Source: an optimization exercise on an open RTL-to-GDS flow (aim: small area, a short achievable clock period and few clock cycles per item). Production flows keep margins and buffers that such runs may drop. RTL that was checked went through simulation tests only; none was proved equivalent to the original.

==> job 8881 <==
==> flow/design.v (excerpt) <==
module fasthash64_stream (
    input  logic                         clk,
    input  logic                         rst_n,
    input  logic                         cfg_wr_en,
    input  logic [63:0]                  cfg_wr_data,
    input  logic                         s_axis_tvalid,
    output logic                         s_axis_tready,
    input  logic [fh64_pkg::TDATA_W-1:0] s_axis_tdata,
    input  logic                         s_axis_tuser,
    input  logic                         s_axis_tlast,
    output logic                         m_axis_tvalid,
    input  logic                         m_axis_tready,
    output logic [63:0]                  m_axis_tdata
);
==> module fh64_back, before the edit <==
module fh64_back (
    input  logic        clk,
    input  logic        rst_n,
    input  logic        cfg_wr_en,
    input  logic [63:0] cfg_wr_data,
    input  logic        v1,
    input  logic [63:0] pre1,
    input  logic [31:0] len1,
    input  logic        f1,
    input  logic        a1,
    input  logic        l1,
    output logic        take1,
    output logic        ready,
    output logic        load_fin,
    output logic [63:0] fin_pre,
    output logic        m_axis_tvalid,
    input  logic        m_axis_tready,
    output logic [63:0] m_axis_tdata
);
    logic        v2, a2, l2;
    logic        lensel;     
    logic [63:0] a;
    logic [63:0] seed;
    logic        fin;        
    logic        out_v;
    logic [63:0] out_d;
    logic        fin_go, m_ok, len_op, m_done, abs_op, first_in;
    logic        sel_p, sel_a;
    logic [63:0] k_p, k_mix, x_in;
    logic [63:0] m_in, m_p;
    assign fin_go = fin && (!out_v || m_axis_tready);
    assign m_ok   = !fin || fin_go;
    assign len_op = lensel && m_ok;
    assign m_done = v2 && !lensel && m_ok;
    assign abs_op = m_done && a2;
    assign take1    = !fin && v1 && !lensel;
    assign first_in = take1 && f1;
    assign ready = (!v1 || take1) && !first_in && !(fin && out_v) && !(v2 && !lensel && l2);
    assign load_fin = m_done && l2;
    assign fin_pre  = fh64_pkg::mix_pre(abs_op ? m_p : a);
    fh64_mul_k u_mul_k (
        .a (pre1),
        .p (k_p)
    );
    assign k_mix = fh64_pkg::mix_post(k_p);
    assign x_in  = k_mix;
    assign m_in = lensel ? {32'b0, len1} : a;
    fh64_mul_m u_mul_m (
        .a (m_in),
        .p (m_p)
    );
    assign sel_p = len_op || (abs_op && !first_in);
    assign sel_a = len_op || (!abs_op && !first_in);
    assign m_axis_tvalid = out_v;
    assign m_axis_tdata  = out_d;
    always_ff @(posedge clk or negedge rst_n)
    begin
        if (!rst_n)
        begin
            v2     <= 1'b0;
            lensel <= 1'b0;
            a      <= '0;
            seed   <= fh64_pkg::SEED_RESET;
            fin    <= 1'b0;
            out_v  <= 1'b0;
        end
        else
        begin
            if (take1)
            begin
                v2     <= 1'b1;
                lensel <= f1;
            end
            else if (m_done)
            begin
                v2     <= 1'b0;
            end
            else if (len_op)
            begin
                lensel <= 1'b0;
            end
            a <= (sel_p ? m_p : 64'b0) ^ (sel_a ? a : 64'b0) ^ (take1 ? x_in : 64'b0)
                 ^ (len_op ? seed : 64'b0);
            fin   <= (fin && !fin_go) || (m_done && l2);
            out_v <= fin_go || (out_v && !m_axis_tready);
            if (cfg_wr_en)
            begin
                seed <= cfg_wr_data;
            end
        end
    end
    always_ff @(posedge clk)
    begin
        if (take1)
        begin
            a2 <= a1;
            l2 <= l1;
        end
        if (fin_go)
        begin
            out_d <= k_mix;
        end
    end
endmodule
==> module fh64_queue, before the edit <==
module fh64_queue (
    input  logic        clk,
    input  logic        rst_n,
    input  logic        load,         
    input  logic        in_valid,     
    input  logic [63:0] in_pre,
    input  logic [31:0] in_len,
    input  logic        in_first,
    input  logic        in_absorb,
    input  logic        in_last,
    input  logic        load_fin,     
    input  logic [63:0] fin_pre,
    input  logic        take,         
    output logic        valid,
    output logic [63:0] pre,
    output logic [31:0] msg_len,
    output logic        first,
    output logic        absorb,
    output logic        last
);
    always_ff @(posedge clk or negedge rst_n)
    begin
        if (!rst_n)
        begin
            valid <= 1'b0;
        end
        else if (load)
        begin
            valid <= in_valid;
        end
        else if (take)
        begin
            valid <= 1'b0;
        end
    end
    always_ff @(posedge clk)
    begin
        if (load_fin)
        begin
            pre <= fin_pre;
        end
        else if (load)
        begin
            pre <= in_pre;
        end
        if (load)
        begin
            msg_len <= in_len;
            first   <= in_first;
            absorb  <= in_absorb;
            last    <= in_last;
        end
    end
endmodule
==> module fasthash64_stream, before the edit <==
module fasthash64_stream (
    input  logic                         clk,
    input  logic                         rst_n,
    input  logic                         cfg_wr_en,
    input  logic [63:0]                  cfg_wr_data,
    input  logic                         s_axis_tvalid,
    output logic                         s_axis_tready,
    input  logic [fh64_pkg::TDATA_W-1:0] s_axis_tdata,
    input  logic                         s_axis_tuser,
    input  logic                         s_axis_tlast,
    output logic                         m_axis_tvalid,
    input  logic                         m_axis_tready,
    output logic [63:0]                  m_axis_tdata
);
    logic [63:0] in_pre;
    logic [31:0] in_len;
    logic        in_absorb;
    logic        v1, f1, a1, l1, take1;
    logic        load_fin;
    logic [63:0] fin_pre;
    logic [63:0] pre1;
    logic [31:0] len1;
    fh64_front u_front (
        .s_axis_tdata (s_axis_tdata),
        .pre          (in_pre),
        .msg_len      (in_len),
        .absorb       (in_absorb)
    );
    fh64_queue u_queue (
        .clk       (clk),
        .rst_n     (rst_n),
        .load      (s_axis_tready),
        .in_valid  (s_axis_tvalid),
        .in_pre    (in_pre),
        .in_len    (in_len),
        .in_first  (s_axis_tuser),
        .in_absorb (in_absorb),
        .in_last   (s_axis_tlast),
        .load_fin  (load_fin),
        .fin_pre   (fin_pre),
        .take      (take1),
        .valid     (v1),
        .pre       (pre1),
        .msg_len   (len1),
        .first     (f1),
        .absorb    (a1),
        .last      (l1)
    );
    fh64_back u_back (
        .clk           (clk),
        .rst_n         (rst_n),
        .cfg_wr_en     (cfg_wr_en),
        .cfg_wr_data   (cfg_wr_data),
        .v1            (v1),
        .pre1          (pre1),
        .len1          (len1),
        .f1            (f1),
        .a1            (a1),
        .l1            (l1),
        .take1         (take1),
        .ready         (s_axis_tready),
        .load_fin      (load_fin),
        .fin_pre       (fin_pre),
        .m_axis_tvalid (m_axis_tvalid),
        .m_axis_tready (m_axis_tready),
        .m_axis_tdata  (m_axis_tdata)
    );
endmodule
clock: 11.0 ns
lec_check: 0
cap_margin: 20
core_margin: 2
core_utilization: 55
place_density: 0.7
setup_slack_margin: 3.0
slew_margin: 20
standard.sh (not shown) runs the stock make flow with config.mk's settings and CLKGATE_MAP_FILE= SYNTH_SCRIPT=/design/flow/synth_recipe.tcl, a recipe that flattens the netlist after the stock synthesis.
==> flow/flow/run.sh <==
#!/bin/bash
# Standard flow, with one netlist clean-up between synthesis and floorplan:
# netfix2.py chooses the polarity of each full adder so that the adder
# trees need far fewer inverters (a full adder is self-dual). Registers and
# all other cells are left as synthesis made them. Port buffers use the
# smallest buffer cell.
set -euo pipefail
# Port buffers: the smallest buffer cell (placement's repair resizes any
# that need more drive).
export BUFFER_PORTS_ARGS="-buffer_cell sky130_fd_sc_hd__buf_1"
R=orfs/results/sky130hd/fasthash64_stream/base
bash standard.sh synth > synth.log 2>&1
cp $R/1_2_yosys.v yosys_standard.v
python3 flow/netfix2.py yosys_standard.v $R/1_2_yosys.v > netfix.log 2>&1
rm -f $R/1_synth.odb $R/1_synth.sdc
bash standard.sh > layout.log 2>&1
Other scripts of this flow, unchanged in this note and not shown: flow/flow/netfix2.py
==> job 6300 (differences from job 8881) <==
--- a/flow/design.v
+++ b/flow/design.v
@@ -2732,3 +2732,3 @@
     assign k_mix = fh64_pkg::mix_post(k_p);
-    assign x_in  = k_mix;
+    assign x_in  = k_mix ^ (f1 ? seed : 64'b0);
     assign m_in = lensel ? {32'b0, len1} : a;
@@ -2768,4 +2768,3 @@
             end
-            a <= (sel_p ? m_p : 64'b0) ^ (sel_a ? a : 64'b0) ^ (take1 ? x_in : 64'b0)
-                 ^ (len_op ? seed : 64'b0);
+            a <= (sel_p ? m_p : 64'b0) ^ (sel_a ? a : 64'b0) ^ (take1 ? x_in : 64'b0);
             fin   <= (fin && !fin_go) || (m_done && l2);
Settings changed: CORE_UTILIZATION 55 to 40, PLACE_DENSITY 0.7 to unset.
==> job 1165 (differences from job 8881) <==
--- a/flow/design.v
+++ b/flow/design.v
@@ -51,4 +51,2 @@
     input  logic        in_last,
-    input  logic        load_fin,     
-    input  logic [63:0] fin_pre,
     input  logic        take,         
@@ -78,12 +76,5 @@
     begin
-        if (load_fin)
-        begin
-            pre <= fin_pre;
-        end
-        else if (load)
-        begin
-            pre <= in_pre;
-        end
         if (load)
         begin
+            pre     <= in_pre;
             msg_len <= in_len;
@@ -2700,4 +2691,2 @@
     output logic        ready,
-    output logic        load_fin,
-    output logic [63:0] fin_pre,
     output logic        m_axis_tvalid,
@@ -2706,6 +2695,7 @@
 );
-    logic        v2, a2, l2;
-    logic        lensel;     
-    logic [63:0] a;
+    logic        v2, f2, a2, l2, s2;
+    logic [63:0] x2;
+    logic [63:0] h;
     logic [63:0] seed;
+    logic        pend;       
     logic        fin;        
@@ -2713,5 +2703,4 @@
     logic [63:0] out_d;
-    logic        fin_go, m_ok, len_op, m_done, abs_op, first_in;
-    logic        sel_p, sel_a;
-    logic [63:0] k_p, k_mix, x_in;
+    logic        fin_go, m_ok, len_op, m_done, abs_op, xs_op;
+    logic [63:0] k_in, k_p, k_mix;
     logic [63:0] m_in, m_p;
@@ -2719,12 +2708,11 @@
     assign m_ok   = !fin || fin_go;
-    assign len_op = lensel && m_ok;
-    assign m_done = v2 && !lensel && m_ok;
+    assign len_op = v2 && f2 && m_ok;
+    assign m_done = v2 && !f2 && m_ok;
     assign abs_op = m_done && a2;
-    assign take1    = !fin && v1 && !lensel;
-    assign first_in = take1 && f1;
-    assign ready = (!v1 || take1) && !first_in && !(fin && out_v) && !(v2 && !lensel && l2);
-    assign load_fin = m_done && l2;
-    assign fin_pre  = fh64_pkg::mix_pre(abs_op ? m_p : a);
+    assign xs_op  = m_done && !a2 && pend;
+    assign take1 = !fin && v1 && (!v2 || !f2);
+    assign ready = (!v1 || take1) && !(take1 && f1) && !(v2 && f2 && fin && out_v);
+    assign k_in  = fin ? fh64_pkg::mix_pre(h) : pre1;
     fh64_mul_k u_mul_k (
-        .a (pre1),
+        .a (k_in),
         .p (k_p)
@@ -2732,4 +2720,3 @@
     assign k_mix = fh64_pkg::mix_post(k_p);
-    assign x_in  = k_mix;
-    assign m_in = lensel ? {32'b0, len1} : a;
+    assign m_in = (v2 && f2) ? {32'b0, len1} : (h ^ (x2 ^ (s2 ? seed : 64'b0)));
     fh64_mul_m u_mul_m (
@@ -2738,4 +2725,2 @@
     );
-    assign sel_p = len_op || (abs_op && !first_in);
-    assign sel_a = len_op || (!abs_op && !first_in);
     assign m_axis_tvalid = out_v;
@@ -2746,8 +2731,9 @@
         begin
-            v2     <= 1'b0;
-            lensel <= 1'b0;
-            a      <= '0;
-            seed   <= fh64_pkg::SEED_RESET;
-            fin    <= 1'b0;
-            out_v  <= 1'b0;
+            v2    <= 1'b0;
+            f2    <= 1'b0;
+            h     <= '0;
+            seed  <= fh64_pkg::SEED_RESET;
+            pend  <= 1'b0;
+            fin   <= 1'b0;
+            out_v <= 1'b0;
         end
@@ -2757,4 +2743,4 @@
             begin
-                v2     <= 1'b1;
-                lensel <= f1;
+                v2 <= 1'b1;
+                f2 <= f1;
             end
@@ -2762,3 +2748,3 @@
             begin
-                v2     <= 1'b0;
+                v2 <= 1'b0;
             end
@@ -2766,6 +2752,20 @@
             begin
-                lensel <= 1'b0;
+                f2 <= 1'b0;
+            end
+            if (len_op || abs_op)
+            begin
+                h <= m_p;
+            end
+            else if (xs_op)
+            begin
+                h <= m_in;
+            end
+            if (len_op)
+            begin
+                pend <= 1'b1;
+            end
+            else if (m_done)
+            begin
+                pend <= 1'b0;
             end
-            a <= (sel_p ? m_p : 64'b0) ^ (sel_a ? a : 64'b0) ^ (take1 ? x_in : 64'b0)
-                 ^ (len_op ? seed : 64'b0);
             fin   <= (fin && !fin_go) || (m_done && l2);
@@ -2782,2 +2782,4 @@
         begin
+            x2 <= k_mix;
+            s2 <= f1;
             a2 <= a1;
@@ -2809,4 +2811,2 @@
     logic        v1, f1, a1, l1, take1;
-    logic        load_fin;
-    logic [63:0] fin_pre;
     logic [63:0] pre1;
@@ -2829,4 +2829,2 @@
         .in_last   (s_axis_tlast),
-        .load_fin  (load_fin),
-        .fin_pre   (fin_pre),
         .take      (take1),
@@ -2852,4 +2850,2 @@
         .ready         (s_axis_tready),
-        .load_fin      (load_fin),
-        .fin_pre       (fin_pre),
         .m_axis_tvalid (m_axis_tvalid),
--- a/flow/flow/run.sh
+++ b/flow/flow/run.sh
@@ -4,8 +4,4 @@
 # trees need far fewer inverters (a full adder is self-dual). Registers and
-# all other cells are left as synthesis made them. Port buffers use the
-# smallest buffer cell.
+# all other cells are left as synthesis made them.
 set -euo pipefail
-# Port buffers: the smallest buffer cell (placement's repair resizes any
-# that need more drive).
-export BUFFER_PORTS_ARGS="-buffer_cell sky130_fd_sc_hd__buf_1"
 R=orfs/results/sky130hd/fasthash64_stream/base
Settings changed: CORE_UTILIZATION 55 to 40, PLACE_DENSITY 0.7 to unset.
==> flow_metrics.tcl <==
set metrics [dict create \
    seqCellArea_um2 8290 \
    wl_met1_mm 72.3 \
    status "no timing/DRC/antenna violations" \
    rrSetupSlack_ns 3.02 \
]
[end of results for job 6300]
==> flow_metrics.tcl <==
set metrics [dict create \
    status "no timing/DRC/antenna violations" \
    skew_ns 0.0380 \
    rrSetupSlack_ns 3.10 \
    taps 1729 \
    seqCellArea_um2 10300 \
    endpoint_kind "flip-flop" \
]
[end of results for job 1165]
==> flow_metrics.tcl <==
set metrics [dict create \
    rrSetupSlack_ns 3.01 \
    wl_met1_mm 61.0 \
    status "no timing/DRC/antenna violations" \
    seqCellArea_um2 8290 \
]
[end of results for job 8881]
Testbench counts of job 6300, summed over its fixed seeds: cycles 7,851, words 6,859.
Testbench counts of job 1165, summed over its fixed seeds: cycles 7,851, words 6,859.
For job 8881, only the layout was checked, not whether the RTL still works.

separate check: timing with driven ports:
The results above use ideal ports. As a check the final layouts listed here were re-extracted and re-timed, cells and wires unchanged. Step 1: set_driving_cell puts a clkbuf_16 on clk and a buf_2 on each other input, an assumption about the parent block. Step 2 adds t to the input delays and takes it off the output delays; t is the mean of the earliest and latest rising clock arrival at the registers after step 1. Input paths then give back, and output paths get back, about the clock's delay inside the block. Three values: ideal, step 1, step 2; two values: the first two.
run	t, ns	setup slack, ns	hold slack, ns	worst data-port slew with drivers (ns)
job 8881	0.639	3.009 / 3.009 / 3.009	0.424 / 0.424 / 0.424	0.05
job 6300	0.657	3.018 / 3.018 / 3.018	0.423 / 0.423 / 0.423	0.19
job 1165	0.713	3.099 / 3.099 / 3.099	0.417 / 0.417 / 0.417	0.09
After both steps setup and hold are still met in every run listed.
